This is an optimization exercise on Yosys and OpenROAD, whose aim is small area, a short achievable clock period and few clock cycles, not a production implementation.
In this exercise RTL edits were held to simulation tests only and were not proved equivalent to the original.
Power and IR drop assume default switching activity.

$ cat flow/flow/run.sh
#!/bin/bash
set -o pipefail
cp standard.sh standard_sh_copy.txt
sed -i '/SETUP_SLACK_MARGIN/d; /BUFFER_PORTS_ARGS/d' config.mk
echo "export SETUP_SLACK_MARGIN = 6.15" >> config.mk
echo "export BUFFER_PORTS_ARGS = -buffer_cell sky130_fd_sc_hd__buf_4" >> config.mk
cp config.mk config_used.txt
bash standard.sh > standard.log 2>&1
$ cat flow/standard.sh
#!/bin/bash
# synth_recipe.tcl (not shown) runs the flow's synth.tcl, then flattens the netlist and writes it again
# the make line also repeats each setting of config.mk as NAME=value (left out here)
make -C /OpenROAD-flow-scripts/flow DESIGN_CONFIG=/design/flow/config.mk WORK_HOME=/design/flow/orfs CLKGATE_MAP_FILE= SYNTH_SCRIPT=/design/flow/synth_recipe.tcl "${@:-finish}"
$ cat flow/config.mk
export PLATFORM = sky130hd
export DESIGN_NAME = cnn_engine
export DESIGN_NICKNAME = cnn_engine
export VERILOG_FILES = /design/flow/design.v
export SDC_FILE = /design/flow/constraint.sdc
export NUM_CORES = 4
export LEC_CHECK = 0
export CAP_MARGIN = 40
export CORE_MARGIN = 2
export CORE_UTILIZATION = 60
export CTS_CLUSTER_DIAMETER = 80
export CTS_CLUSTER_SIZE = 20
export GPL_TIMING_DRIVEN = 1
export SLEW_MARGIN = 20
export SETUP_SLACK_MARGIN = 6.15
export BUFFER_PORTS_ARGS = -buffer_cell sky130_fd_sc_hd__buf_4
$ cat flow/constraint.sdc
create_clock -name core_clock -period 10.0 [get_ports {clk}]
set_input_delay 2.0000 -clock core_clock [delete_from_list [all_inputs] [get_ports {clk}]]
set_output_delay 2.0000 -clock core_clock [all_outputs]
set_load 0.01 [all_outputs]
$ cat flow/design.v
`default_nettype none
package cnn_cfg_pkg;
	localparam int lanes      = 4;   
	localparam int lane_w     = 2;   
	localparam int data_w     = 8;   
	localparam int acc_w      = 20;  
	localparam int fm_depth   = 16;  
	localparam int fm_addr_w  = 4;
	localparam int bank_depth = 16;  
	localparam int wt_depth   = 48;  
	localparam int wt_addr_w  = 6;
	localparam int layer_count = 3;
	localparam int layer_w     = 2;  
	localparam logic [1:0] op_mac_relu = 2'd0;  
	localparam logic [1:0] op_mac      = 2'd1;  
	localparam logic [1:0] op_max      = 2'd2;  
	localparam int cfg_w = 8;
	function automatic logic [cfg_w-1:0] layer_table(input logic [layer_w-1:0] n);
		case (n)
			2'd0:    layer_table = {op_mac_relu, 4'd8,  2'd0};  
			2'd1:    layer_table = {op_mac,      4'd15, 2'd1};  
			default: layer_table = {op_max,      4'd8,  2'd2};  
		endcase
	endfunction
endpackage
`default_nettype wire
`default_nettype none
module booth_enc (
	input  wire [7:0]  y,
	output wire [15:0] d  
);
	wire [8:0] yb = {y, 1'b0};
	genvar i;
	generate
		for (i = 0; i < 4; i = i + 1) begin : g_d
			wire b0 = yb[2*i];
			wire b1 = yb[2*i+1];
			wire b2 = yb[2*i+2];
			assign d[4*i+0] = ~b2 & (b1 ^ b0);
			assign d[4*i+1] = ~b2 & b1 & b0;
			assign d[4*i+2] = b2 & (b1 ^ b0);
			assign d[4*i+3] = b2 & ~b1 & ~b0;
		end
	endgenerate
endmodule
module bmul (
	input  wire [8:0]  x,
	input  wire [8:0]  xn,
	input  wire [15:0] d,
	output wire [15:0] p
);
	wire [9:0] xp1 = {x[8], x};
	wire [9:0] xp2 = {x, 1'b0};
	wire [9:0] xm1 = {xn[8], xn};
	wire [9:0] xm2 = {xn, 1'b0};
	wire [9:0] pp [0:3];
	genvar i;
	generate
		for (i = 0; i < 4; i = i + 1) begin : g_pp
			assign pp[i] = ({10{d[4*i+0]}} & xp1) | ({10{d[4*i+1]}} & xp2)
				| ({10{d[4*i+2]}} & xm1) | ({10{d[4*i+3]}} & xm2);
		end
	endgenerate
	wire [15:0] r0 = {4'd0, ~pp[0][9], pp[0][9], pp[0][9], pp[0][8:0]};
	wire [15:0] r1 = {3'd0, 1'b1, ~pp[1][9], pp[1][8:0], 2'd0};
	wire [15:0] r2 = {1'd0, 1'b1, ~pp[2][9], pp[2][8:0], 4'd0};
	wire [15:0] r3 = {~pp[3][9], pp[3][8:0], 6'd0};
	wire [15:0] s1 = r0 ^ r1 ^ r2;
	wire [15:0] c1 = ((r0 & r1) | (r0 & r2) | (r1 & r2)) << 1;
	wire [15:0] s2 = s1 ^ c1 ^ r3;
	wire [15:0] c2 = ((s1 & c1) | (s1 & r3) | (c1 & r3)) << 1;
	assign p = s2 + c2;
endmodule
module mac_lane #(
	parameter int lane_index = 0
) (
	input  wire        clk,
	input  wire        rst,       
	input  wire        wt_we,
	input  wire [1:0]  wt_lane,
	input  wire [5:0]  wt_addr,
	input  wire [7:0]  wt_data,
	input  wire [3:0]  idx,       
	input  wire        ymax,      
	input  wire [8:0]  x0,
	input  wire [8:0]  xn0,
	input  wire [8:0]  x1,
	input  wire [8:0]  xn1,
	input  wire        v0,        
	input  wire        v1,
	input  wire        vmx,       
	input  wire        first,
	output wire [19:0] s0,
	output wire [19:0] s1,
	output wire [15:0] mx,
	output wire [19:0] s0n,       
	output wire [15:0] mxn        
);
	reg [7:0] w0 [0:8];
	reg [7:0] w1 [0:15];
	reg [7:0] w2 [0:8];
	wire wsel = wt_we && (wt_lane == lane_index);
	always @(posedge clk) begin
		if (wsel && (wt_addr[5:4] == 2'd0) && (wt_addr[3:0] < 4'd9))
			w0[wt_addr[3:0]] <= wt_data;
		if (wsel && (wt_addr[5:4] == 2'd1))
			w1[wt_addr[3:0]] <= wt_data;
		if (wsel && (wt_addr[5:4] == 2'd2) && (wt_addr[3:0] < 4'd9))
			w2[wt_addr[3:0]] <= wt_data;
	end
	wire [7:0]  y0 = ymax ? w2[idx[2:0]] : w0[idx];
	wire [7:0]  y1 = ymax ? w2[8] : w1[idx];
	wire [15:0] d0;
	wire [15:0] d1;
	reg  [15:0] d0_q;
	reg  [15:0] d1_q;
	booth_enc i_e0 (.y(y0), .d(d0));
	booth_enc i_e1 (.y(y1), .d(d1));
	always @(posedge clk) begin
		d0_q <= d0;
		d1_q <= d1;
	end
	wire [15:0] p0;
	wire [15:0] p1;
	reg  [15:0] p0_q;
	reg  [15:0] p1_q;
	bmul i_m0 (.x(x0), .xn(xn0), .d(d0_q), .p(p0));
	bmul i_m1 (.x(x1), .xn(xn1), .d(d1_q), .p(p1));
	always @(posedge clk) begin
		p0_q <= p0;
		p1_q <= p1;
	end
	reg  [18:0] s0_q;
	reg  [19:0] s1_q;
	reg  [15:0] mx_q;
	wire [18:0] p0e   = v0 ? {{3{p0_q[15]}}, p0_q} : 19'd0;
	wire [19:0] p1e   = v1 ? {{4{p1_q[15]}}, p1_q} : 20'd0;
	wire [15:0] cmp_b = first ? p1_q : mx_q;
	wire [16:0] diff  = {cmp_b[15], cmp_b} - {p0_q[15], p0_q};  
	wire [15:0] mx_n  = diff[16] ? p0_q : cmp_b;
	wire [18:0] s0_n  = s0_q + p0e;
	always @(posedge clk) begin
		if (rst) begin
			s0_q <= 19'd0;
			s1_q <= 20'd0;
		end else begin
			s0_q <= s0_n;
			s1_q <= s1_q + p1e;
		end
		if (vmx)
			mx_q <= mx_n;
	end
	assign s0  = {s0_q[18], s0_q};
	assign s1  = s1_q;
	assign mx  = mx_q;
	assign s0n = {s0_n[18], s0_n};
	assign mxn = vmx ? mx_n : mx_q;
endmodule
`default_nettype wire
`default_nettype none
module cnn_engine (
	input  wire        clk,
	input  wire        reset,
	input  wire        start,
	input  wire [12:0] fm_wr,
	input  wire [16:0] wt_wr,
	output wire [24:0] res,
	output wire        busy,
	output wire        done
);
	reg        fw_q;
	reg [3:0]  fa_q;
	reg [7:0]  fd_q;
	reg        sum_wt_q;  
	reg        rst_q;
	always @(posedge clk) begin
		fw_q  <= fm_wr[12];
		fa_q  <= fm_wr[11:8];
		fd_q  <= fm_wr[7:0];
		sum_wt_q <= wt_wr[16] && (((wt_wr[13:12] == 2'd0) && (wt_wr[11:8] < 4'd9))
			|| (wt_wr[13:12] == 2'd1));
		rst_q <= reset;
	end
	reg [127:0] fm;
	integer k;
	always @(posedge clk) begin
		for (k = 0; k < 16; k = k + 1)
			if (fw_q && (fa_q == k))
				fm[8*k +: 8] <= fd_q;
	end
	reg        sv;       
	reg [3:0]  cnt;      
	reg        busy_q;
	reg        mphase;   
	reg        mdone;    
	reg        out_act;
	reg        ostart;   
	reg [3:0]  oc;       
	reg        done_q;
	reg        res_v;
	reg [3:0]  res_ll;   
	reg [19:0] res_val;
	wire restart = rst_q || sum_wt_q;
	wire accept  = start && !busy_q && !reset;
	wire incl      = sv || (fa_q < cnt);  
	wire iss_delta = !restart && fw_q && incl;
	wire iss_rec   = !restart && !fw_q && !sv;
	wire iss_max   = !restart && !fw_q && sv && busy_q && !mdone;
	reg [3:0] cnt_n;
	always @(*) begin
		cnt_n = cnt;
		if (restart)
			cnt_n = 4'd0;
		else if (iss_rec || iss_max)
			cnt_n = cnt + 4'd1;
		else if (accept && sv)
			cnt_n = 4'd0;
	end
	wire sv_n   = restart ? 1'b0 : ((iss_rec && (cnt == 4'd15)) ? 1'b1 : sv);
	wire busy_n = reset ? 1'b0 : (accept ? 1'b1 : (done_q ? 1'b0 : busy_q));
	reg ymax;
	always @(posedge clk) begin
		cnt  <= cnt_n;
		sv   <= sv_n;
		ymax <= !fm_wr[12] && sv_n && busy_n;
	end
	always @(posedge clk) begin
		if (reset || accept) begin
			mphase <= 1'b0;
			mdone  <= 1'b0;
		end else if (iss_max) begin
			mphase <= 1'b1;
			if (cnt == 4'd7)
				mdone <= 1'b1;
		end
	end
	wire [3:0] idx_n = fm_wr[12] ? fm_wr[11:8] : cnt_n;
	reg  [3:0] idx_q;
	reg  [7:0] f_q;  
	always @(posedge clk) begin
		idx_q <= idx_n;
		f_q   <= (fw_q && (fa_q == idx_n)) ? fd_q : fm[8*idx_n +: 8];
	end
	wire [8:0] fr9 = {f_q[7], f_q};
	wire [8:0] fd9 = {fd_q[7], fd_q};
	wire [8:0] f89 = {fm[71], fm[71:64]};
	wire [8:0] x0_n  = fw_q ? (fd9 - fr9) : fr9;
	wire [8:0] xn0_n = fw_q ? (fr9 - fd9) : (9'd0 - fr9);
	wire [8:0] x1_n  = ymax ? f89 : x0_n;
	wire [8:0] xn1_n = ymax ? (9'd0 - f89) : xn0_n;
	reg [8:0] x0_q, xn0_q, x1_q, xn1_q;
	reg       t1_v0, t1_v1, t1_mx, t1_first;
	reg       t2_v0, t2_v1, t2_mx, t2_first;
	always @(posedge clk) begin
		x0_q  <= x0_n;
		xn0_q <= xn0_n;
		x1_q  <= x1_n;
		xn1_q <= xn1_n;
		t1_first <= (cnt == 4'd0);
		t2_first <= t1_first;
		if (restart) begin
			t1_v0 <= 1'b0;
			t1_v1 <= 1'b0;
			t1_mx <= 1'b0;
			t2_v0 <= 1'b0;
			t2_v1 <= 1'b0;
			t2_mx <= 1'b0;
		end else begin
			t1_v0 <= (iss_delta && (fa_q < 4'd9)) || (iss_rec && (cnt < 4'd9));
			t1_v1 <= iss_delta || iss_rec;
			t1_mx <= iss_max;
			t2_v0 <= t1_v0;
			t2_v1 <= t1_v1;
			t2_mx <= t1_mx;
		end
	end
	wire [19:0] s0 [0:3];
	wire [19:0] s1 [0:3];
	wire [15:0] mx [0:3];
	wire [19:0] s0n [0:3];
	wire [15:0] mxn [0:3];
	genvar g;
	generate
		for (g = 0; g < 4; g = g + 1) begin : g_lane
			mac_lane #(
				.lane_index (g)
			) i_mac_lane (
				.clk     (clk),
				.rst     (restart),
				.wt_we   (wt_wr[16]),
				.wt_lane (wt_wr[15:14]),
				.wt_addr (wt_wr[13:8]),
				.wt_data (wt_wr[7:0]),
				.idx     (idx_q),
				.ymax    (ymax),
				.x0      (x0_q),
				.xn0     (xn0_q),
				.x1      (x1_q),
				.xn1     (xn1_q),
				.v0      (t2_v0),
				.v1      (t2_v1),
				.vmx     (t2_mx),
				.first   (t2_first),
				.s0      (s0[g]),
				.s1      (s1[g]),
				.mx      (mx[g]),
				.s0n     (s0n[g]),
				.mxn     (mxn[g])
			);
		end
	endgenerate
	wire sums_ready = sv && !fw_q && !t1_v0 && !t1_v1 && !restart;
	wire go         = busy_q && !ostart && sums_ready && mphase;
	wire [19:0] s0n0 = s0n[0];
	wire [15:0] mxn0 = mxn[0];
	reg [19:0] sel_val;
	always @(*) begin
		case (oc[3:2])
			2'd0:    sel_val = s0[oc[1:0]][19] ? 20'd0 : s0[oc[1:0]];
			2'd1:    sel_val = s1[oc[1:0]];
			default: sel_val = (oc[1:0] == 2'd0) ? {{4{mxn0[15]}}, mxn0}
				: {{4{mx[oc[1:0]][15]}}, mx[oc[1:0]]};
		endcase
	end
	always @(posedge clk) begin
		if (reset) begin
			busy_q  <= 1'b0;
			out_act <= 1'b0;
			done_q  <= 1'b0;
			res_v   <= 1'b0;
			oc      <= 4'd0;
			ostart  <= 1'b0;
		end else begin
			if (accept)
				ostart <= 1'b0;
			else if (go)
				ostart <= 1'b1;
			if (accept)
				busy_q <= 1'b1;
			else if (done_q)
				busy_q <= 1'b0;
			done_q <= out_act && (oc == 4'd11);
			res_v  <= go || out_act;
			if (go) begin
				out_act <= 1'b1;
				oc      <= 4'd1;
			end else if (out_act) begin
				oc <= oc + 4'd1;
				if (oc == 4'd11)
					out_act <= 1'b0;
			end
		end
	end
	always @(posedge clk) begin
		if (go) begin
			res_ll  <= 4'd0;
			res_val <= s0n0[19] ? 20'd0 : s0n0;
		end else begin
			res_ll  <= oc;
			res_val <= sel_val;
		end
	end
	assign res  = {res_v, res_ll, res_val};
	assign busy = busy_q;
	assign done = done_q;
endmodule
`default_nettype wire
==> results.py, run 1 <==
metrics = {
    "floorplanning": {
        "die_h_um": 386,
        "die_w_um": 386,
        "io_pins": 60,
        "std_cell_rows": 140,
        "start_util_pct": 60.2,
        "core_um2": 145000,
        "die_area_um2": 149000,
    },
    "finish": {
        "nFillCells": 10745,
        "final_cell_mix": "edfxtp_1, dfxtp_1, nor2_1, inv_1, ha_1",
        "layout_commonest_cell": "edfxtp_1",
        "area_growth_pct": 8.53,
        "drive_above_1_share_pct": 15.6,
        "final_cells": 8490,
        "final_nets": 7046,
        "fin_area_um2": 94900,
    },
    "global_route": {
        "grt_pass1_wl_um": 336000,
        "grt_start_max_net_pins": 111,
        "grt_pass1_vias": 52141,
        "antenna_found_initial": 7,
        "grt_overflow": 0,
        "track_usage_pct": 30.2,
    },
    "setup_path": {
        "crit_required_ns": 10.65,
        "r2r_end": "g_lane[0].i_mac_lane.p0_q[15]$_DFF_P_",
        "critPathSlowestCell": "mux4_2",
        "reg2reg_from": "g_lane[0].i_mac_lane.d0_q[4]$_DFF_P_",
        "start_kind": "input port",
        "path_max_fanout": 52,
        "critPathArrivalTime_ns": 4.44,
        "reg2reg_slack_ns": 6.26,
        "endpoint_kind": "register",
        "crit_type": "in -> reg",
        "reg2reg_depth": 15,
        "max_stage_delay_ns": 0.56,
        "path_cells": "buf_4 -> nand4bb_4 -> and2_4 -> mux2i_4 -> o31ai_4 -> buf_8 -> mux4_2 -> mux2i_1 -> nand3_1 -> o221a_2",
    },
    "sta": {
        "setup_tns_ns": 0,
        "setup_viol": 0,
        "fin_worst_skew_ns": 0.0498,
        "rsz0062_at_grt": "true",
        "min_period_ns": 3.79,
        "finalMaxSlewViolations": 0,
        "max_freq_mhz": 264,
        "tightest_slew_ns": 0.947,
        "fin_crit_sh_pct": 37.9,
        "relSlewSlack_pct": 36.8,
        "hold_viol": 0,
    },
    "pwr": {
        "ir_worst_vdd_mv": 0.220,
        "leakagePower_nw": 34.6,
        "powerDensity_nw_per_um2": 239,
    },
    "placed_design": {
        "placed_area_um2": 89600,
        "placed_cells": 8247,
        "io_buffers": 59,
        "finalWeightedCongestion": 0.924,
        "dp_hpwl_um": 154000,
    },
    "routing": {
        "drt.antenna.violating_nets": 0,
        "drt-initial-drc-count": 6031,
        "drc": 0,
        "drtPass1Iterations": 9,
        "vias": 54540,
        "via_per_inst": 6.42,
        "drt-total-wl_um": 229000,
        "wire_per_inst_um": 26.9,
    },
    "min_path": {
        "hp-start": "t1_first$_DFF_P_",
        "hp-class": "reg -> reg",
        "hold_depth": 0,
        "holdPathEnd": "t2_first$_DFF_P_",
    },
    "clock_tree": {
        "cts_buffer_depth": 3,
        "clockRootBuffer": "clkbuf_16",
        "cts_tree": "built",
        "cts.clk_slew.worst_paths_ns": 0.08,
        "cts-hold-fix-buffers": 0,
        "insertion_delay_ns": 0.79,
        "cts_sinks": 1794,
        "h-tree-depth": 3,
        "numCtsBuffers": 111,
    },
    "logic_synthesis": {
        "synth_compound_area_share_pct": 11.2,
        "ys_async_sr_fraction_pct": 0,
        "synth_top_area_cell": "edfxtp_1",
        "synth-edff-count": 1264,
        "ys.flop_type": "edfxtp_1",
        "synth.top_cell.area_share_pct": 43.4,
        "synthCells": 6608,
        "synth.area.top_cells": "edfxtp_1, dfxtp_1, mux4_2",
        "yosysWarnings": 6,
        "seq_area_frac_synth_pct": 55.5,
        "synthSimpleGateAreaFrac_pct": 7.26,
        "syn_area_per_cell_um2": 13.2,
        "syn_area_um2": 87500,
        "synth-xor-area-share_pct": 2.41,
        "synthAdderAreaFrac_pct": 8.53,
        "synth-seq-cells": 1794,
        "synth.distinct_cells": 88,
        "muxShareOfSynthArea_pct": 11.5,
        "synth_top_family_by_area": "multiplexers",
        "syn_nets": 7150,
    },
    "run": {
        "maxCapViolations": 0,
    },
    "outcome": {
        "outcome": "complete, no violations",
    },
}
==> cells by family after synthesis <==
group,Yosys count
mux,593
compound gates,1333
flops,1794
buf+inv,787
xor+xnor,241
fa+ha+maj,509
simple gates,1351
==> worst max path at each step <==
stage                     startpoint                                  endpoint  slack (ns)
floorplan                      reset                            f_q[3]$_DFF_P_        5.94
global placement               reset                            f_q[3]$_DFF_P_        5.27
detailed placement             reset                            f_q[3]$_DFF_P_        5.23
CTS                 xn1_q[1]$_DFF_P_     g_lane[2].i_mac_lane.p1_q[14]$_DFF_P_        6.15
global route        t2_v1$_SDFF_PP0_  g_lane[2].i_mac_lane.s1_q[18]$_SDFF_PP0_        5.98
finish                         reset                            f_q[3]$_DFF_P_        6.21
==> power by group <==
part / total (mW) / leakage [nW] / internal [mW] / switching, mW
logic: 8.60 / 17.2 / 3.92 / 4.68
clock network: 4.67 / 1.64 / 2.15 / 2.52
registers: 9.38 / 15.7 / 8.53 / 0.847
total: 22.7 / 34.6 / 14.6 / 8.05
==> sequential cells by signal, indices dropped and copies added, names as in the netlist, 9 cells and up, named ones only <==
register,count
g_lane.i_mac_lane.w1,512
g_lane.i_mac_lane.mx_q,64
fm,128
g_lane.i_mac_lane.p1_q,64
res_val,20
g_lane.i_mac_lane.w2,288
g_lane.i_mac_lane.s0_q,76
g_lane.i_mac_lane.s1_q,80
xn0_q,9
g_lane.i_mac_lane.p0_q,64
g_lane.i_mac_lane.d0_q,60
g_lane.i_mac_lane.d1_q,60
g_lane.i_mac_lane.w0,288
xn1_q,9
==> per-stage QoR <==
step                power, mW  setup WS, ns  hold WS (ns)  util, %
floorplan                14.7          5.94         0.310        -
global placement         16.9          5.27         0.362     61.5
detailed placement       17.0          5.23         0.368     61.7
CTS                      22.0          6.15         0.381     64.4
global route             23.9          5.98         0.384     65.4
finish                   22.7          6.21         0.374     65.4
==> synthesized netlist by cell type, drive strengths merged, types with 75 or more instances <==
cell    number
a222oi     103
o21ai      189
mux4       304
inv        345
mux2       159
buf        132
dfxtp      530
nor2b       86
edfxtp    1264
and2       180
a22o       119
ha         363
clkbuf     309
nor2       506
mux2i      130
a22oi      134
nand2      295
fa         146
a221oi     135
a21oi      226
xnor2      173
nor3        75
a21o        77
==> critical path: cells and delay by family <==
kind | cells | cell delay [ns]
AO/OA/AOI/OAI | 2 | 0.44
multiplexers | 3 | 0.91
AND/OR/NAND/NOR | 3 | 0.49
buffers and inverters | 2 | 0.57
==> area by class of cell <==
cell class	instances	area [µm²]	share of cell area, %
Clock inverter	30	415	0.438
Multi-Input combinational cell	4027	36700	38.7
Inverter	346	1300	1.37
Antenna cell	2	5.00	0.00527
Sequential cell	1794	48600	51.2
Tap cell	1917	2400	2.53
Clock buffer	150	2990	3.15
Timing Repair Buffer	224	2450	2.58
==> metal layers <==
metal	part of all wire, %	up-vias	global-route usage [%]
li1	-	24698	-
met1	43	27300	43.4
met2	47	2165	47.5
met3	6.2	375	3.33
met4	4.7	2	11.7
met5	0.0053	-	0
==> repair_timing <==
action	in CTS	in global routing
cloned	0	8
pin swaps	24	99
setup buffers	7	32
hold endpoints to repair	0	0
resized for setup	91	156
endpoints found under the setup margin	108	107
Testbench counts, summed over its fixed seeds: cycles 2,976.
==> run 2, diff against run 1 <==
--- a/flow/config.mk
+++ b/flow/config.mk
@@ -7,10 +7,9 @@
 export LEC_CHECK = 0
 export CAP_MARGIN = 40
 export CORE_MARGIN = 2
-export CORE_UTILIZATION = 60
-export CTS_CLUSTER_DIAMETER = 80
-export CTS_CLUSTER_SIZE = 20
-export GPL_TIMING_DRIVEN = 1
+export CORE_UTILIZATION = 65
+export CTS_CLUSTER_DIAMETER = 85
+export CTS_CLUSTER_SIZE = 22
 export SLEW_MARGIN = 20
 export SETUP_SLACK_MARGIN = 6.15
 export BUFFER_PORTS_ARGS = -buffer_cell sky130_fd_sc_hd__buf_4
==> results.py, run 2 <==
metrics = {
    "pwr": {
        "powerDensity_nw_per_um2": 236,
        "p_total_mw": 22.3,
        "sequentialPowerShare_pct": 41.9,
        "p_sw_mw": 7.94,
        "leakagePower_nw": 34.3,
        "comb_power_share_pct": 39.0,
        "ir_worst_vdd_mv": 0.262,
        "p_sw_share_pct": 35.6,
        "power.internal_mw": 14.4,
        "p_clk_share_pct": 19.1,
    },
    "floorplanning": {
        "die_area_um2": 138000,
        "core_um2": 133000,
        "io_pins": 60,
        "die_w_um": 371,
        "start_util_pct": 65.5,
        "die_h_um": 371,
        "std_cell_rows": 134,
    },
    "logic_synthesis": {
        "synth-seq-cells": 1794,
        "synth_top_area_cell": "edfxtp_1",
        "syn_nets": 7150,
        "syn_area_um2": 87500,
        "synth.top_cell.area_share_pct": 43.4,
        "ys_async_sr_fraction_pct": 0,
        "synth.distinct_cells": 88,
        "synthCells": 6608,
        "synth.area.top_cells": "edfxtp_1, dfxtp_1, mux4_2",
        "yosysMostFrequentCell": "edfxtp_1",
        "synth-edff-count": 1264,
        "yosysWarnings": 6,
        "ys_top_cells_by_count": "edfxtp_1, dfxtp_1, nor2_1, ha_1, inv_1",
        "seq_area_frac_synth_pct": 55.5,
        "syn_area_per_cell_um2": 13.2,
        "ys.flop_type": "edfxtp_1",
    },
    "routing": {
        "drt.antenna.violating_nets": 0,
        "via_per_inst": 6.57,
        "drtPass1Iterations": 10,
        "drc": 0,
        "drt-initial-drc-count": 6577,
        "wire_per_inst_um": 26.4,
        "drt-total-wl_um": 220000,
        "vias": 54651,
    },
    "setup_path": {
        "endpoint_kind": "register",
        "path_cells": "buf_4 -> o31ai_1 -> nor3b_2 -> nand2_1 -> nor2_1",
        "r2r_end": "g_lane[2].i_mac_lane.p1_q[15]$_DFF_P_",
        "critPathArrivalTime_ns": 4.34,
        "start_kind": "input port",
        "reg2reg_slack_ns": 6.17,
        "max_stage_delay_ns": 0.73,
        "reg2reg_from": "xn1_q[2]$_DFF_P_",
        "setup.worst_path.end": "g_lane[0].i_mac_lane.w0[4][7]$_DFFE_PP_",
        "crit_type": "in -> reg",
        "crit_required_ns": 10.40,
        "path_max_fanout": 9,
        "critPathSlowestCell": "nor2_1",
        "reg2reg_depth": 14,
        "worstSetupStartpoint": "wt_wr[9]",
    },
    "clock_tree": {
        "cts_buffer_depth": 3,
        "cts_sinks": 1794,
        "cts-hold-fix-buffers": 0,
        "insertion_delay_ns": 0.77,
        "cts.clk_slew.worst_paths_ns": 0.09,
        "h-tree-depth": 3,
        "numCtsBuffers": 95,
        "clockRootBuffer": "clkbuf_16",
        "cts_tree": "built",
    },
    "global_route": {
        "track_usage_pct": 31.6,
        "grt_pass1_vias": 51775,
        "grt_overflow": 0,
        "antenna_found_initial": 10,
        "grt_start_max_net_pins": 127,
        "grt_pass1_wl_um": 326000,
    },
    "placed_design": {
        "dp_hpwl_um": 149000,
        "finalWeightedCongestion": 0.934,
        "io_buffers": 59,
        "dp_slack_ns": 5.26,
    },
    "finish": {
        "multi_input_area_um2": 36800,
        "largest_register_ffs": 512,
        "final_nets": 7040,
        "n_antenna_cell": 0,
        "drive_above_1_share_pct": 15.7,
        "final_cell_mix": "edfxtp_1, dfxtp_1, nor2_1, inv_1, ha_1",
        "area_growth_pct": 7.84,
        "fin_util_pct": 70.7,
        "seq_area_um2": 48600,
        "layout_commonest_cell": "edfxtp_1",
        "nFillCells": 9204,
    },
    "sta": {
        "relSlewSlack_pct": 39.2,
        "min_period_ns": 3.94,
        "rsz0062_at_grt": "true",
        "finalMaxSlewViolations": 0,
        "setup_viol": 0,
        "fin_crit_sh_pct": 39.4,
        "setup_tns_ns": 0,
        "whs_ns": 0.394,
        "fin_worst_skew_ns": 0.0660,
        "tightest_slew_ns": 0.901,
        "worst_slack_ns": 6.06,
        "max_freq_mhz": 254,
        "hold_viol": 0,
    },
    "outcome": {
        "outcome": "complete, no violations",
    },
    "run": {
        "maxCapViolations": 0,
    },
    "min_path": {
        "hp-class": "reg -> reg",
    },
}
-- run 2: cell count changes in the layout (fill, tap and decap cells not counted), sizes merged --
cell	change
inv	-14
clkinv	-2
clkbuf	-17
clkinvlp	+2
buf	+11
bufbuf	+1
bufinv	+2
diode	-2
-- run 2: power groups by stage --
| stage | logic (mW) | registers (mW) | clock network, mW |
|---|---|---|---|
| final | 8.69 | 9.35 | 4.26 |
| after global routing | 9.54 | 9.35 | 4.57 |
| after CTS | 7.90 | 9.29 | 4.32 |
| after detailed placement | 7.55 | 9.47 | 0 |
| after global placement | 7.36 | 9.47 | 0 |
| after floorplan | 5.83 | 8.85 | 0 |
-- run 2: worst min-delay path by stage --
stage | startpoint | to | slack [ns] | cells past startpoint
2_1_floorplan | t1_first$_DFF_P_ | t2_first$_DFF_P_ | 0.31 | 0
3_3_place_gp | t1_first$_DFF_P_ | t2_first$_DFF_P_ | 0.38 | 0
3_5_place_dp | t1_first$_DFF_P_ | t2_first$_DFF_P_ | 0.38 | 0
4_1_cts | t1_first$_DFF_P_ | t2_first$_DFF_P_ | 0.38 | 0
5_1_grt | t1_first$_DFF_P_ | t2_first$_DFF_P_ | 0.39 | 0
6_report | t1_first$_DFF_P_ | t2_first$_DFF_P_ | 0.39 | 0
-- run 2: layout make-up --
class | instances | share of cell area, %
Clock buffer | 135 | 2.70
Inverter | 346 | 1.38
Tap cell | 1768 | 2.35
Sequential cell | 1794 | 51.6
Timing Repair Buffer | 234 | 2.62
Multi-Input combinational cell | 4027 | 39.0
Clock inverter | 18 | 0.350
-- run 2: stage by stage --
stage                     instance area [µm²]  std cells
after floorplan                         87600       6608
after global placement                  89100       8075
after detailed placement                89500       8100
after CTS                               92900       8265
after global routing                    94300       8322
final                                   94300       8322
-- run 2: cell families after synthesis --
logic type	count (synthesis)	synth area share, %
AOI/OAI and AO/OA	1333	11.2
xor gates and xnor gates	241	2.41
adders and majority gates	509	8.53
buffers and inverters	787	3.57
DFF	1794	55.5
muxes	593	11.5
and+or+nand+nor	1351	7.26
-- run 2: timing repair --
item / CTS / global route
setup endpoints to repair: 215 / 199
gates resized for setup: 91 / 194
setup buffers: 11 / 37
pin swaps: 14 / 107
gates cloned: 1 / 4
-- run 2: layer usage --
| layer | track usage, % | part of all wire [%] |
|---|---|---|
| met5 | 0 | 0.011 |
| met4 | 13.6 | 5.2 |
| met3 | 3.62 | 7.0 |
| met2 | 49.4 | 47 |
| met1 | 45.3 | 41 |
-- run 2: worst max-delay path: cells and delay by family --
kind	cells	cell delay [ns]
buffers and inverters	1	0.14
and+or+nand+nor	3	1.72
AOI/OAI and AO/OA	1	0.46
==> run 3, diff against run 2 <==
==> flow/flow/run.sh (replaced) <==
#!/bin/bash
set -o pipefail
cp standard.sh standard_sh_copy.txt
sed -i '/SETUP_SLACK_MARGIN/d; /BUFFER_PORTS_ARGS/d' config.mk
echo "export SETUP_SLACK_MARGIN = 6.0" >> config.mk
echo "export BUFFER_PORTS_ARGS = -buffer_cell sky130_fd_sc_hd__buf_4" >> config.mk
cp config.mk config_used.txt
bash standard.sh > standard.log 2>&1
--- a/flow/config.mk
+++ b/flow/config.mk
@@ -7,9 +7,9 @@
 export LEC_CHECK = 0
 export CAP_MARGIN = 40
 export CORE_MARGIN = 2
-export CORE_UTILIZATION = 65
-export CTS_CLUSTER_DIAMETER = 85
-export CTS_CLUSTER_SIZE = 22
+export CORE_UTILIZATION = 60
+export CTS_CLUSTER_DIAMETER = 80
+export CTS_CLUSTER_SIZE = 20
 export SLEW_MARGIN = 20
-export SETUP_SLACK_MARGIN = 6.15
+export SETUP_SLACK_MARGIN = 6.0
 export BUFFER_PORTS_ARGS = -buffer_cell sky130_fd_sc_hd__buf_4
==> results.py, run 3 <==
metrics = {
    "floorplanning": {
        "std_cell_rows": 140,
        "die_area_um2": 149000,
        "start_util_pct": 60.2,
        "core_um2": 145000,
        "die_w_um": 386,
        "io_pins": 60,
        "die_h_um": 386,
    },
    "sta": {
        "finalMaxSlewViolations": 0,
        "whs_ns": 0.472,
        "worst_slack_ns": 6.14,
        "setup_tns_ns": 0,
        "fin_crit_sh_pct": 38.6,
        "fin_worst_skew_ns": 0.0694,
        "relSlewSlack_pct": 39.9,
        "max_freq_mhz": 259,
        "rsz0062_at_grt": "true",
        "min_period_ns": 3.86,
        "hold_viol": 0,
        "setup_viol": 0,
        "tightest_slew_ns": 0.893,
    },
    "pwr": {
        "powerDensity_nw_per_um2": 235,
        "comb_power_share_pct": 37.1,
        "p_sw_mw": 7.90,
        "sequentialPowerShare_pct": 42.2,
        "p_clk_share_pct": 20.6,
        "p_sw_share_pct": 35.8,
        "leakagePower_nw": 34.2,
        "ir_worst_vdd_mv": 0.206,
        "power.internal_mw": 14.2,
    },
    "logic_synthesis": {
        "synthCells": 6608,
        "ys_async_sr_fraction_pct": 0,
        "muxShareOfSynthArea_pct": 11.5,
        "synth_top_area_cell": "edfxtp_1",
        "seq_area_frac_synth_pct": 55.5,
        "synth_compound_area_share_pct": 11.2,
        "synth-seq-cells": 1794,
        "synthSimpleGateAreaFrac_pct": 7.26,
        "synth.distinct_cells": 88,
        "ys.flop_type": "edfxtp_1",
        "syn_nets": 7150,
        "synth-xor-area-share_pct": 2.41,
        "yosysMostFrequentCell": "edfxtp_1",
        "syn_area_um2": 87500,
        "yosysWarnings": 6,
        "syn_area_per_cell_um2": 13.2,
        "ys_top_cells_by_count": "edfxtp_1, dfxtp_1, nor2_1, ha_1, inv_1",
        "synthAdderAreaFrac_pct": 8.53,
        "synth-edff-count": 1264,
        "synth.top_cell.area_share_pct": 43.4,
        "synth.area.top_cells": "edfxtp_1, dfxtp_1, mux4_2",
        "synth_top_family_by_area": "multiplexers",
    },
    "placed_design": {
        "placed_cells": 8251,
        "dp_slack_ns": 5.25,
        "dp_hpwl_um": 154000,
        "placed_area_um2": 89600,
        "finalWeightedCongestion": 0.899,
        "io_buffers": 59,
    },
    "clock_tree": {
        "cts_sinks": 1794,
        "clockRootBuffer": "clkbuf_16",
        "h-tree-depth": 3,
        "cts_buffer_depth": 3,
        "cts-hold-fix-buffers": 0,
        "cts.clk_slew.worst_paths_ns": 0.08,
        "insertion_delay_ns": 0.78,
        "cts_tree": "built",
        "numCtsBuffers": 106,
    },
    "setup_path": {
        "path_cells": "buf_8 -> a22o_1 -> a221oi_2 -> fa_1 -> inv_1 -> ha_1 -> ha_1 -> fa_1 -> a21o_1 -> a21oi_2 -> o21bai_1 -> a21oi_2 -> o21bai_1 -> a21oi_2 -> o21bai_1 -> a21oi_2 -> xnor2_1",
        "start_kind": "register",
        "critPathSlowestCell": "fa_1",
        "crit_family": "compound AO/OA/AOI/OAI gates",
        "crit_type": "reg -> reg",
        "endpoint_kind": "register",
        "path_buf_inv": 2,
        "critPathArrivalTime_ns": 4.53,
        "crit_required_ns": 10.67,
        "path_max_fanout": 28,
        "max_stage_delay_ns": 0.46,
        "cpMostUsedCell": "a21oi_2",
    },
    "finish": {
        "nFillCells": 10801,
        "largest_register_ffs": 512,
        "layout_commonest_cell": "edfxtp_1",
        "final_cells": 8453,
        "final_nets": 7013,
        "drive_above_1_share_pct": 14.0,
        "final_cell_mix": "edfxtp_1, dfxtp_1, nor2_1, ha_1, inv_1",
        "area_growth_pct": 7.27,
        "fin_area_um2": 93800,
        "seq_area_um2": 48600,
        "multi_input_area_um2": 36300,
    },
    "routing": {
        "drtPass1Iterations": 10,
        "drt.antenna.violating_nets": 0,
        "drc": 0,
        "vias": 54294,
        "via_per_inst": 6.42,
        "drt-initial-drc-count": 6105,
        "drt-total-wl_um": 225000,
        "wire_per_inst_um": 26.6,
    },
    "global_route": {
        "grt.busiest_layer": "met2",
        "grt_pass1_wl_um": 335000,
        "grt_start_max_net_pins": 102,
        "grt_overflow": 0,
        "use_met3_pct": 3.89,
        "met2_usage_pct": 46.7,
        "antenna_found_initial": 8,
        "grtUsageMet1_pct": 43.5,
        "grt_pass1_vias": 52084,
        "track_usage_pct": 30.1,
    },
    "min_path": {
        "hp-class": "reg -> reg",
    },
    "outcome": {
        "outcome": "complete, no violations",
    },
    "run": {
        "maxCapViolations": 0,
    },
}
run 3: path summary, 6_finish.rpt:
| check | startpoint | end | slack (ns) | cells after the start |
|---|---|---|---|---|
| max | x0_q[1]$_DFF_P_ | g_lane[1].i_mac_lane.p0_q[14]$_DFF_P_ | 6.14 | 17 |
| min | t1_first$_DFF_P_ | t2_first$_DFF_P_ | 0.47 | 0 |
| max reg2reg | x0_q[1]$_DFF_P_ | g_lane[1].i_mac_lane.p0_q[14]$_DFF_P_ | 6.14 | 17 |
| min reg2reg | t1_first$_DFF_P_ | t2_first$_DFF_P_ | 0.47 | 0 |
run 3: cell type report:
cell class              instances  share of cell area [%]
flip-flops and latches       1794                    51.8
diodes                          1                 0.00267
clock inverters                27                   0.413
well taps                    1917                    2.56
repair buffers                196                    2.08
inverters                     346                    1.38
multi-input cells            4027                    38.7
clock buffers                 145                    3.05
run 3: power by group through the flow:
| stage | logic [mW] | clock network [mW] | registers [mW] |
|---|---|---|---|
| after floorplan | 5.82 | 0 | 8.85 |
| after global placement | 7.53 | 0 | 9.48 |
| after detailed placement | 7.65 | 0 | 9.48 |
| after CTS | 7.84 | 4.64 | 9.31 |
| after global routing | 9.06 | 4.89 | 9.33 |
| final | 8.19 | 4.56 | 9.33 |
run 3: cell families after synthesis:
group,Yosys count
AO/OA/AOI/OAI,1333
AND/OR/NAND/NOR,1351
flip-flops,1794
XOR/XNOR,241
adder cells (fa/ha/maj),509
multiplexers,593
buffers and inverters,787
run 3: per-layer routing:
| metal | vias to the layer above | wire, µm |
|---|---|---|
| met3 | 351 | 16100 |
| met5 | - | 20 |
| met1 | 27053 | 95100 |
| met2 | 2272 | 104000 |
| met4 | 2 | 10400 |
| li1 | 24616 | - |
run 3: stage by stage:
| step | utilization (%) | power [mW] |
|---|---|---|
| 5_1_grt | 64.6 | 23.3 |
| 4_1_cts | 64.1 | 21.8 |
| 3_5_place_dp | 61.7 | 17.1 |
| 6_report | 64.6 | 22.1 |
| 2_1_floorplan | - | 14.7 |
| 3_3_place_gp | 61.5 | 17.0 |
run 3: timing repair:
| item | 4_1_cts | 5_1_grt |
|---|---|---|
| buffers inserted | 6 | 0 |
| pin swaps | 4 | 25 |
| resized for setup | 40 | 91 |
| cloned | 1 | 0 |
| endpoints found under the setup margin | 120 | 45 |
==> run 4, diff against run 3 <==
==> flow/flow/run.sh (replaced) <==
#!/bin/bash
set -o pipefail
cp standard.sh standard_sh_copy.txt
sed -i '/SETUP_SLACK_MARGIN/d; /BUFFER_PORTS_ARGS/d' config.mk
echo "export SETUP_SLACK_MARGIN = 6.08" >> config.mk
echo "export BUFFER_PORTS_ARGS = -buffer_cell sky130_fd_sc_hd__buf_4" >> config.mk
cp config.mk config_used.txt
bash standard.sh > standard.log 2>&1
--- a/flow/config.mk
+++ b/flow/config.mk
@@ -11,5 +11,5 @@
 export CTS_CLUSTER_DIAMETER = 80
 export CTS_CLUSTER_SIZE = 20
 export SLEW_MARGIN = 20
-export SETUP_SLACK_MARGIN = 6.0
+export SETUP_SLACK_MARGIN = 6.08
 export BUFFER_PORTS_ARGS = -buffer_cell sky130_fd_sc_hd__buf_4
==> results.py, run 4 <==
metrics = {
    "global_route": {
        "grt.busiest_layer": "met2",
        "grt_pass1_vias": 51737,
        "grtUsageMet1_pct": 42.7,
        "met2_usage_pct": 46.2,
        "grt_pass1_wl_um": 331000,
        "grt_overflow": 0,
        "use_met3_pct": 4.00,
        "antenna_found_initial": 0,
        "grt_start_max_net_pins": 98,
        "track_usage_pct": 29.8,
    },
    "clock_tree": {
        "h-tree-depth": 3,
        "insertion_delay_ns": 0.79,
        "cts.clk_slew.worst_paths_ns": 0.09,
        "clockRootBuffer": "clkbuf_16",
        "numCtsBuffers": 108,
        "cts_buffer_depth": 3,
        "cts_sinks": 1794,
        "cts-hold-fix-buffers": 0,
        "cts_tree": "built",
    },
    "sta": {
        "tightest_slew_ns": 0.876,
        "finalMaxSlewViolations": 0,
        "relSlewSlack_pct": 41.6,
        "whs_ns": 0.372,
        "fin_crit_sh_pct": 38.0,
        "min_period_ns": 3.80,
        "rsz0062_at_grt": "true",
        "fin_worst_skew_ns": 0.0867,
        "max_freq_mhz": 263,
        "setup_tns_ns": 0,
        "worst_slack_ns": 6.20,
        "hold_viol": 0,
        "setup_viol": 0,
    },
    "setup_path": {
        "crit_type": "reg -> reg",
        "crit_required_ns": 10.62,
        "path_max_fanout": 14,
        "start_kind": "register",
        "endpoint_kind": "register",
        "critPathArrivalTime_ns": 4.42,
    },
    "pwr": {
        "p_sw_mw": 7.86,
        "p_sw_share_pct": 35.3,
        "comb_power_share_pct": 37.0,
        "leakagePower_nw": 34.5,
        "sequentialPowerShare_pct": 42.0,
        "power.internal_mw": 14.4,
        "powerDensity_nw_per_um2": 236,
        "p_clk_share_pct": 20.9,
        "ir_worst_vdd_mv": 0.216,
    },
    "finish": {
        "nFillCells": 10794,
        "fin_util_pct": 65.1,
        "final_nets": 7039,
        "drive_above_1_share_pct": 14.8,
        "area_growth_pct": 8.06,
        "final_cell_mix": "edfxtp_1, dfxtp_1, nor2_1, ha_1, inv_1",
        "largest_register_ffs": 512,
        "layout_commonest_cell": "edfxtp_1",
    },
    "logic_synthesis": {
        "syn_area_um2": 87500,
        "synthCells": 6608,
        "synth.top_cell.area_share_pct": 43.4,
        "seq_area_frac_synth_pct": 55.5,
        "yosysWarnings": 6,
        "ys_top_cells_by_count": "edfxtp_1, dfxtp_1, nor2_1, ha_1, inv_1",
        "ys_async_sr_fraction_pct": 0,
        "ys.flop_type": "edfxtp_1",
        "syn_area_per_cell_um2": 13.2,
        "syn_nets": 7150,
        "synth.area.top_cells": "edfxtp_1, dfxtp_1, mux4_2",
        "synth-seq-cells": 1794,
        "synth_top_area_cell": "edfxtp_1",
        "yosysMostFrequentCell": "edfxtp_1",
        "synth-edff-count": 1264,
        "synth.distinct_cells": 88,
    },
    "floorplanning": {
        "std_cell_rows": 140,
        "die_area_um2": 149000,
        "die_w_um": 386,
        "die_h_um": 386,
        "start_util_pct": 60.2,
        "io_pins": 60,
        "core_um2": 145000,
    },
    "routing": {
        "drt-total-wl_um": 224000,
        "via_per_inst": 6.38,
        "vias": 54090,
        "drt.antenna.violating_nets": 0,
        "drc": 0,
        "drt-initial-drc-count": 5579,
        "drtPass1Iterations": 9,
        "wire_per_inst_um": 26.5,
    },
    "placed_design": {
        "dp_hpwl_um": 153000,
        "finalWeightedCongestion": 0.928,
        "io_buffers": 59,
        "dp_slack_ns": 5.21,
    },
    "run": {
        "maxCapViolations": 0,
    },
    "outcome": {
        "outcome": "complete, no violations",
    },
    "min_path": {
        "hp-class": "reg -> reg",
    },
}
[run 4: cell counts after synthesis]
Identical to the previous run, type by type.
[run 4: worst max-delay path, stage by stage (launching register included)]
cell,delay (ns)
dfxtp_4,0.37
buf_12,0.14
clkbuf_16,0.18
a22o_1,0.20
a221oi_1,0.30
fa_1,0.46
inv_1,0.08
fa_1,0.42
ha_1,0.36
a21oi_2,0.19
o21bai_1,0.10
a21oi_2,0.18
o21bai_1,0.10
a21oi_2,0.18
o21bai_1,0.09
a21oi_1,0.16
xnor2_1,0.18
[run 4: power by group through the flow]
stage               registers [mW]  logic [mW]  clock network, mW
finish                        9.37        8.26               4.66
global placement              9.49        7.35                  0
global route                  9.37        9.11               4.99
floorplan                     8.85        5.82                  0
CTS                           9.33        7.75               4.75
detailed placement            9.50        7.46                  0
[run 4: layout make-up]
cell class                 count  area [µm²]  share of cell area (%)
antenna                        2        5.00                 0.00530
clock buffer                 145        2870                    3.04
clock inverter                29         465                   0.492
inverter                     346        1300                    1.37
multi-input combinational   4027       36500                    38.7
sequential                  1794       48600                    51.4
tap                         1917        2400                    2.54
timing repair buffer         220        2330                    2.47
[run 4: through the flow]
stage	power, mW	std cells	instance area (µm²)
after floorplan	14.7	6608	87500
after global placement	16.8	8225	89300
after detailed placement	17.0	8251	89600
after CTS	21.8	8432	93300
after global routing	23.5	8478	94500
final	22.3	8480	94500
[run 4: kinds of logic after synthesis]
logic type	after synthesis	synth area share [%]
xor gates and xnor gates	241	2.41
AOI/OAI and AO/OA	1333	11.2
and+or+nand+nor	1351	7.26
DFF	1794	55.5
adders and majority gates	509	8.53
buffers and inverters	787	3.57
muxes	593	11.5
[run 4: metal layers]
metal  routed length (µm)  up-vias
met5                    0        -
met4                10900        0
met3                14400      374
met2               103000     2083
met1                96200    26944
li1                     -    24689
[run 4: timing repair]
item                       in CTS  in global routing
gates resized for setup        62                142
pin swaps                      11                 74
buffers inserted                6                 12
gates cloned                    1                  4
setup endpoints to repair     162                139
[run 4: path summary, 6_finish.rpt]
| path | cells past startpoint | end | startpoint | slack [ns] |
|---|---|---|---|---|
| max | 16 | g_lane[2].i_mac_lane.p1_q[14]$_DFF_P_ | x1_q[2]$_DFF_P_ | 6.20 |
| min | 0 | t2_first$_DFF_P_ | t1_first$_DFF_P_ | 0.37 |
| max reg2reg | 16 | g_lane[2].i_mac_lane.p1_q[14]$_DFF_P_ | x1_q[2]$_DFF_P_ | 6.20 |
| min reg2reg | 0 | t2_first$_DFF_P_ | t1_first$_DFF_P_ | 0.37 |

[what the ideal ports hide]
The results above use ideal ports. As a check the final layouts listed here were re-extracted and re-timed, cells and wires unchanged.
Step 1 sets driving cells, clkbuf_16 on the clock port and buf_2 on the other inputs (assumed; they add their load-dependent delay and slew).
Step 2 moves the port delays by t, midway between the first and last clock arrival at a register: inputs arrive t later, outputs are due t later. That takes back most of the time a late clock gives input paths.
a / b / c = ideal / step 1 / step 2; a / b = the first two.
run | t (ns) | slack for setup (ns) | worst setup path at the end | latest minus earliest clock arrival (ns)
run 1 | 0.840 | 6.212 / 6.257 / 5.424 | input to register | 0.061 / 0.061
run 2 | 0.809 | 6.064 / 6.112 / 5.302 | input to register | 0.076 / 0.077
run 3 | 0.824 | 6.140 / 6.140 / 5.462 | input to register | 0.084 / 0.084
run 4 | 0.831 | 6.202 / 6.202 / 5.426 | input to register | 0.094 / 0.095
After both steps every run listed still meets setup and hold. For run 1, which loses most, drivers alone change the setup slack by +0.045 ns; drivers and shift together by -0.788 ns.
